What follows belongs to an exercise in optimizing a design on an open flow for small area; a production flow would make more cautious choices.
Function was checked by simulation only, so behaviour that the tests miss may differ from the original.

==> flow/design.v (outline; a module is shown in full before it is edited, if it fits) <==
// module lrelu_config_ctrl: 31 lines
// module lrelu_coef_bank: 21 lines
// module lrelu_fa: 10 lines
// module lrelu_ha: 9 lines
// module lrelu_nand2: 7 lines
// module lrelu_a22oi: 9 lines
// module lrelu_xor2: 7 lines
// module lrelu_xnor2: 7 lines
// module lrelu_affine_stage: 1286 lines
// module lrelu_leaky_stage: 254 lines
// module lrelu_engine: 81 lines
module lrelu_engine (
  input  logic                                    clk,
  input  logic                                    rst,
  input  logic                                    clken,
  input  logic                                    s_valid,
  input  logic                                    s_last,
  input  logic [3:0]               s_user,
  input  logic [4*20-1:0]  s_data,
  input  logic                                    cfg_valid,
  input  logic [16-1:0]              cfg_data,
  output logic                                    m_valid,
  output logic                                    m_last,
  output logic [3:0]               m_user,
  output logic [4*8-1:0] m_data,
  output logic                                    count_config_full
);
  // ...
==> flow/flow/run.sh <==
#!/bin/bash
# Standard layout, except that synthesis maps the design's explicit cell
# modules (lrelu_fa, lrelu_ha, ...) straight onto the library cells and skips
# the extraction of further adder cells from the remaining logic, and the
# port buffers are the smallest buffer.
set -euo pipefail
WORK=$(pwd)
bash standard.sh SYNTH_CANONICALIZE_TCL="$WORK/flow/fa_map.tcl" ADDER_MAP_FILE= \
  "BUFFER_PORTS_ARGS=-buffer_cell sky130_fd_sc_hd__buf_1" finish > "$WORK/orfs_make.log" 2>&1
==> flow/flow/fa_map.tcl <==
# Map the design's explicit cell modules onto the library cells of the same
# function and port names.
foreach {m c} {lrelu_fa fa_1 lrelu_ha ha_1 lrelu_nand2 nand2_1 lrelu_a22oi a22oi_1
               lrelu_xor2 xor2_1 lrelu_xnor2 xnor2_1} {
  chtype -map $m sky130_fd_sc_hd__$c
}
hierarchy -top $::env(DESIGN_NAME)
==> flow/standard.sh <==
#!/bin/bash
# synth_recipe.tcl (not shown) runs the flow's synth.tcl, then flattens the netlist and writes it again
# the make line also repeats each setting of config.mk as NAME=value (left out here)
make -C /OpenROAD-flow-scripts/flow DESIGN_CONFIG=/design/flow/config.mk WORK_HOME=/design/flow/orfs CLKGATE_MAP_FILE= SYNTH_SCRIPT=/design/flow/synth_recipe.tcl "${@:-finish}"
==> flow/config.mk <==
export PLATFORM = sky130hd
export DESIGN_NAME = lrelu_engine
export DESIGN_NICKNAME = lrelu_engine
export VERILOG_FILES = /design/flow/design.v
export SDC_FILE = /design/flow/constraint.sdc
export NUM_CORES = 4
export LEC_CHECK = 0
export CAP_MARGIN = 20
export CORE_MARGIN = 2
export CORE_UTILIZATION = 60
export CTS_BUF_LIST = sky130_fd_sc_hd__clkbuf_4
export GPL_TIMING_DRIVEN = 0
export SLEW_MARGIN = 20
==> flow/constraint.sdc <==
create_clock -name core_clock -period 8.0 [get_ports {clk}]
set_input_delay 1.6000 -clock core_clock [delete_from_list [all_inputs] [get_ports {clk}]]
set_output_delay 1.6000 -clock core_clock [all_outputs]
set_load 0.01 [all_outputs]
==> impl_summary.log, run 1 <==
[metrics] CLK BUF: 132
[metrics] leading post-synthesis cells by cell area: fa_1, edfxtp_1, xor2_1
[metrics] Post-Syn Area per Cell: 11.0 µm²
[metrics] worst reg2reg startpoint: bank_i.coef[75]$_DFFE_PP_
[metrics] setup repair after global routing missed its margin: false
[metrics] share of the final layout cell area in sequential cells: 20.4%
[metrics] die outline width: 289 µm
[metrics] number of max-capacitance violations reported: 0
[metrics] post-layout instance count excluding filler cells: 5934
[metrics] maximum number of buffers from clock root to sink: 3
[metrics] number of flip-flops under the largest register name: 144
[metrics] wire length on met1: 59000 µm
[metrics] TritonCTS clock tree: built
[metrics] top sig layer: met5
[metrics] commonest non-fill, non-tap cell in the layout: xor2_1
[metrics] most instantiated cells after synthesis: xor2_1, a22oi_1, fa_1
[metrics] number of antenna diodes: 7
[metrics] Critical Path Fanout Max: 20
[metrics] mean number of vias per cell: 6.46
[metrics] status: finished clean
[metrics] fin util: 67.4%
[metrics] Worst Path Arrival: 8350 ps
[metrics] total of hold buffers inserted after clock tree synthesis: 0
[metrics] number of clock buffers inserted by TritonCTS: 97
[metrics] critical path, cell by cell: inv_1, or3_1, o21ai_4, a22oi_1, xor2_1, fa_1, fa_1, fa_1, fa_1, ha_1, a21o_1, a21oi_1, nor2b_1, o41ai_1, o31ai_2, a311oi_2, o31ai_1, and3_1, or3b_1, a41o_1, o22ai_1
[metrics] total area of multi-input combinational cells: 37600 µm²
[metrics] post-CTS repair timing setup buffer count: 0
[metrics] CP startpoint: bank_i.coef[75]$_DFFE_PP_
==> inputs of run 2 (changes only) <==
==> flow/flow/run.sh (replaced) <==
#!/bin/bash
# Standard layout, except that synthesis maps the design's explicit adder
# cell modules (lrelu_fa, lrelu_ha, ...) straight onto the library cells, and
# skips the extraction of further adder cells from the remaining logic.
set -euo pipefail
WORK=$(pwd)
bash standard.sh SYNTH_CANONICALIZE_TCL="$WORK/flow/fa_map.tcl" ADDER_MAP_FILE= finish > "$WORK/orfs_make.log" 2>&1
--- a/flow/config.mk
+++ b/flow/config.mk
@@ -8,6 +8,4 @@
 export CAP_MARGIN = 20
 export CORE_MARGIN = 2
-export CORE_UTILIZATION = 60
-export CTS_BUF_LIST = sky130_fd_sc_hd__clkbuf_4
-export GPL_TIMING_DRIVEN = 0
+export CORE_UTILIZATION = 55
 export SLEW_MARGIN = 20
==> run 2 against run 1 <==
Against the previous run: non-clock buffer count rose by 69; die area is 9.0% higher; register-to-register slack better by 630 ps; sequential share of layout area shrank 0.22 points; first-iteration DRC count decreased by 5.3%; critical endpoint is now l_1[65]$_DFFE_PP_; flip-flop and latch count unchanged.
==> impl_summary.log, run 2 <==
[metrics] status: finished clean
[metrics] gate family responsible for the most delay along the worst path: adder cells
[metrics] TritonCTS clock tree: built
[metrics] number of flip-flops under the largest register name: 144 (unchanged)
[metrics] number of pins exceeding their max-slew limit in the final report: 0
[metrics] Worst Hold Margin: 411 ps
[metrics] drt pass-1 iters: 7
[metrics] root buf cell: clkbuf_16
[metrics] Required @ worst endpoint: 8360 ps
[metrics] endpoint of the most critical register-to-register path: l_1[65]$_DFFE_PP_
[metrics] element type at the critical path start: input pin
[metrics] I/O pin total: 145
[metrics] leading cell types in the layout, fill and taps excluded: xor2_1, a22oi_1, fa_1
[metrics] area overhead of the layout relative to synthesis: 12.5%
[metrics] setup skew after layout: 35.0 ps
[metrics] total negative setup slack: 0 ps
[metrics] die outline area: 91100 µm²
[metrics] routability congestion estimate from global placement: 0.956
[metrics] most instantiated cells after synthesis: xor2_1, a22oi_1, fa_1
[metrics] count of endpoints failing setup in the final report: 0
[metrics] most area-hungry cell type in the Yosys netlist: fa_1
[metrics] number of distinct library cells after synthesis: 91
[metrics] fin util: 62.3% (-5.1 points)
[metrics] CP startpoint: s_data[53]
[metrics] critical path's largest stage delay: 680 ps
[metrics] total of hold buffers inserted after clock tree synthesis: 0 (unchanged)
[metrics] proportion of netlist area held by the largest area contributor: 25.8%
[metrics] critical path, cell by cell: clkdlybuf4s50_1, a22oi_1, xor2_1, xor2_1, fa_1, inv_1, fa_1, fa_1, fa_1, ha_1, nor2b_1, o41ai_1, o31ai_2, buf_4, a311oi_1, buf_4, xor2_1, nor3_1, nand2_1, a32o_1
[metrics] count of synthesis-stage warnings from yosys: 4
[metrics] register clock-pin slew on the reported worst setup and hold paths: 60 ps
[metrics] cell row count: 109
[metrics] leading post-synthesis cells by cell area: fa_1, edfxtp_1, xor2_1
[metrics] area of the mapped netlist: 48800 µm²
[metrics] maximum achievable frequency: 138 MHz
[metrics] total gr overflow: 0
[metrics] worst reg2reg startpoint: bank_i.coef[53]$_DFFE_PP_
[metrics] placeable core area: 88100 µm²
[metrics] hold violation total from the final report: 0
[metrics] number of antenna violations at the first check in global routing: 7
[metrics] dominant cell type by count on the critical path: fa_1
[metrics] most instantiated library cell after synthesis: xor2_1
[metrics] quantity of I/O buffers inserted on ports: 144
[metrics] die height: 302 µm
[metrics] commonest non-fill, non-tap cell in the layout: xor2_1
[metrics] gr usage total: 32.2%
[metrics] detailed-placement wirelength estimate: 110000 µm
[metrics] count of flip-flops with a built-in enable after synthesis: 364
[metrics] remaining max-slew budget at the tightest pin: 26.7%
[metrics] number of max-capacitance violations reported: 0 (unchanged)
[metrics] logic depth of the worst register-to-register path: 22
[metrics] Gate Count Post-Synth: 4435
[metrics] path type of the worst setup path: input pin to register
[metrics] die outline width: 302 µm (+4.4%)
[metrics] Routed Antenna Nets: 0
[metrics] routed wirelength normalized by instance count: 24.0 µm
[metrics] sequential fraction of the synthesis area: 22.7%
[metrics] Async SR Flop Fraction: 0%
[metrics] number of clock buffers inserted by TritonCTS: 47 (-52%)
[metrics] effective utilization at floorplan: 55.4%
[metrics] count of nets after finishing: 5775
[metrics] total area of multi-input combinational cells: 37000 µm² (-1.5%)
[metrics] setup repair after global routing missed its margin: false
[metrics] number of antenna diodes: 0 (-7)
[metrics] type of the most critical hold path: register to register
[metrics] fill cell instance count of the final layout: 7410
[metrics] 1st-iter DRT viols: 3576
[metrics] count of cell instances traversed by the critical path: 20
[metrics] register with the most flip-flops: bank_i.coef
[metrics] sink count of the clock tree: 372
[metrics] remaining routing DRC violations: 0
[metrics] post-detailed-routing wire length: 144000 µm
[metrics] clock latency (worst-skew pair): 620 ps
[metrics] Critical Path Fanout Max: 11 (-45%)
[metrics] routed vias: 37500
[metrics] pin count of the biggest net entering global routing: 78
[metrics] time the worst path needs with I/O delays and setup: 7260 ps
[metrics] post-route clock period utilization: 90.8%
[metrics] mean number of vias per cell: 6.23 (-3.5%)
[metrics] maximum number of buffers from clock root to sink: 3 (unchanged)
[metrics] nets in the synthesized netlist: 5401
[metrics] layout cell share with drive strength beyond 1: 9.84%
[metrics] Post-Syn Area per Cell: 11.0 µm² (unchanged)
[metrics] first-pass GRT wire length: 225000 µm
[metrics] measured slew at the worst slew-check pin: 1090 ps
[metrics] register-to-register setup slack: 950 ps
[metrics] capturing element of the worst setup path: l_1[65]$_DFFE_PP_
[metrics] Most used DFF post-synth: edfxtp_1
[metrics] CTS H-tree depth: 2
[metrics] Seq cells post-synth: 372
[metrics] Setup crit end kind: register
[metrics] Worst Path Arrival: 7620 ps (-730 ps)
[metrics] number of global-route vias before repair: 37700
[metrics] number of buffers and inverters on the critical path: 4
[metrics] crit path max-delay cell type: clkdlybuf4s50_1
[metrics] CTS-repair resized insts: 0
[metrics] post-CTS repair timing setup buffer count: 0 (unchanged)
[metrics] register area: 11100 µm²
[metrics] top flop regs: bank_i.coef (144), l_1 (88), d_pipe (74)
==> run 2: cell counts after synthesis <==
No cell type changed its count.
==> run 2: cell type report <==
type	count	area share, %
inverters	130	0.889
repair buffers	374	5.78
multi-input cells	3884	67.5
clock inverters	31	0.668
flip-flops and latches	372	20.2
well taps	1165	2.66
clock buffers	57	2.33
==> run 2: worst min-delay path by stage <==
stage | from | to | slack (ps) | cells past startpoint
6_report | d_pipe[0][25]$_DFFE_PP_ | d_pipe[1][25]$_DFFE_PP_ | 410 | 0
3_5_place_dp | bank_i.coef[11]$_DFFE_PP_ | d_1[11]$_DFFE_PP_ | 400 | 0
2_1_floorplan | bank_i.coef[0]$_DFFE_PP_ | d_1[0]$_DFFE_PP_ | 400 | 0
4_1_cts | d_pipe[0][24]$_DFFE_PP_ | d_pipe[1][24]$_DFFE_PP_ | 410 | 0
3_3_place_gp | bank_i.coef[4]$_DFFE_PP_ | d_1[4]$_DFFE_PP_ | 400 | 0
5_1_grt | bank_i.coef[14]$_DFFE_PP_ | d_1[14]$_DFFE_PP_ | 420 | 0
==> run 2: kinds of logic after synthesis <==
family	share of synthesized area, %
XOR/XNOR	17.4
AND/OR/NAND/NOR	9.76
multiplexers	0.333
adder cells (fa/ha/maj)	31.7
flip-flops	22.7
buffers and inverters	1.40
AO/OA/AOI/OAI	16.6
==> run 2: routing by layer <==
layer	vias to the layer above	global-route usage (%)	routed length (µm)
li1	17000	-	-
met4	0	9.85	4710
met2	1523	51.0	66600
met5	-	0	0
met3	269	5.63	11500
met1	18700	45.3	61600
==> run 2: per-stage QoR <==
step	area [µm²]	instances	worst slack [ps]
after floorplan	48800	4435	688
after global placement	53200	5925	242
after detailed placement	53200	5925	158
after CTS	54900	6013	802
after global routing	54900	6013	459
final	54900	6013	738

-- port drivers added, routing unchanged --
Ports are ideal in the flow. The routed layouts listed here were re-timed in OpenROAD.
Step 1, drivers: a clkbuf_16 drives clk and a buf_2 each remaining input, both assumed.
Step 2 moves the port delays by t, midway between the first and last clock arrival at a register: inputs arrive t later, outputs are due t later. That takes back most of the time a late clock gives input paths.
a / b / c = ideal ports / drivers / drivers and shift; a / b = the first two.
| run | t (ns) | setup WS [ns] | slew at the worst register clock pin (ns) |
|---|---|---|---|
| run 1 | 0.941 | 0.315 / 0.315 / -0.532 | 0.09 / 0.09 |
| run 2 | 0.669 | 0.738 / 0.783 / 0.114 | 0.07 / 0.07 |
With both steps, setup timing fails in run 1, where it was met with ideal ports. The setup slack of run 1, which loses most, moves by 0.000 ns with the drivers and by -0.847 ns with both steps.
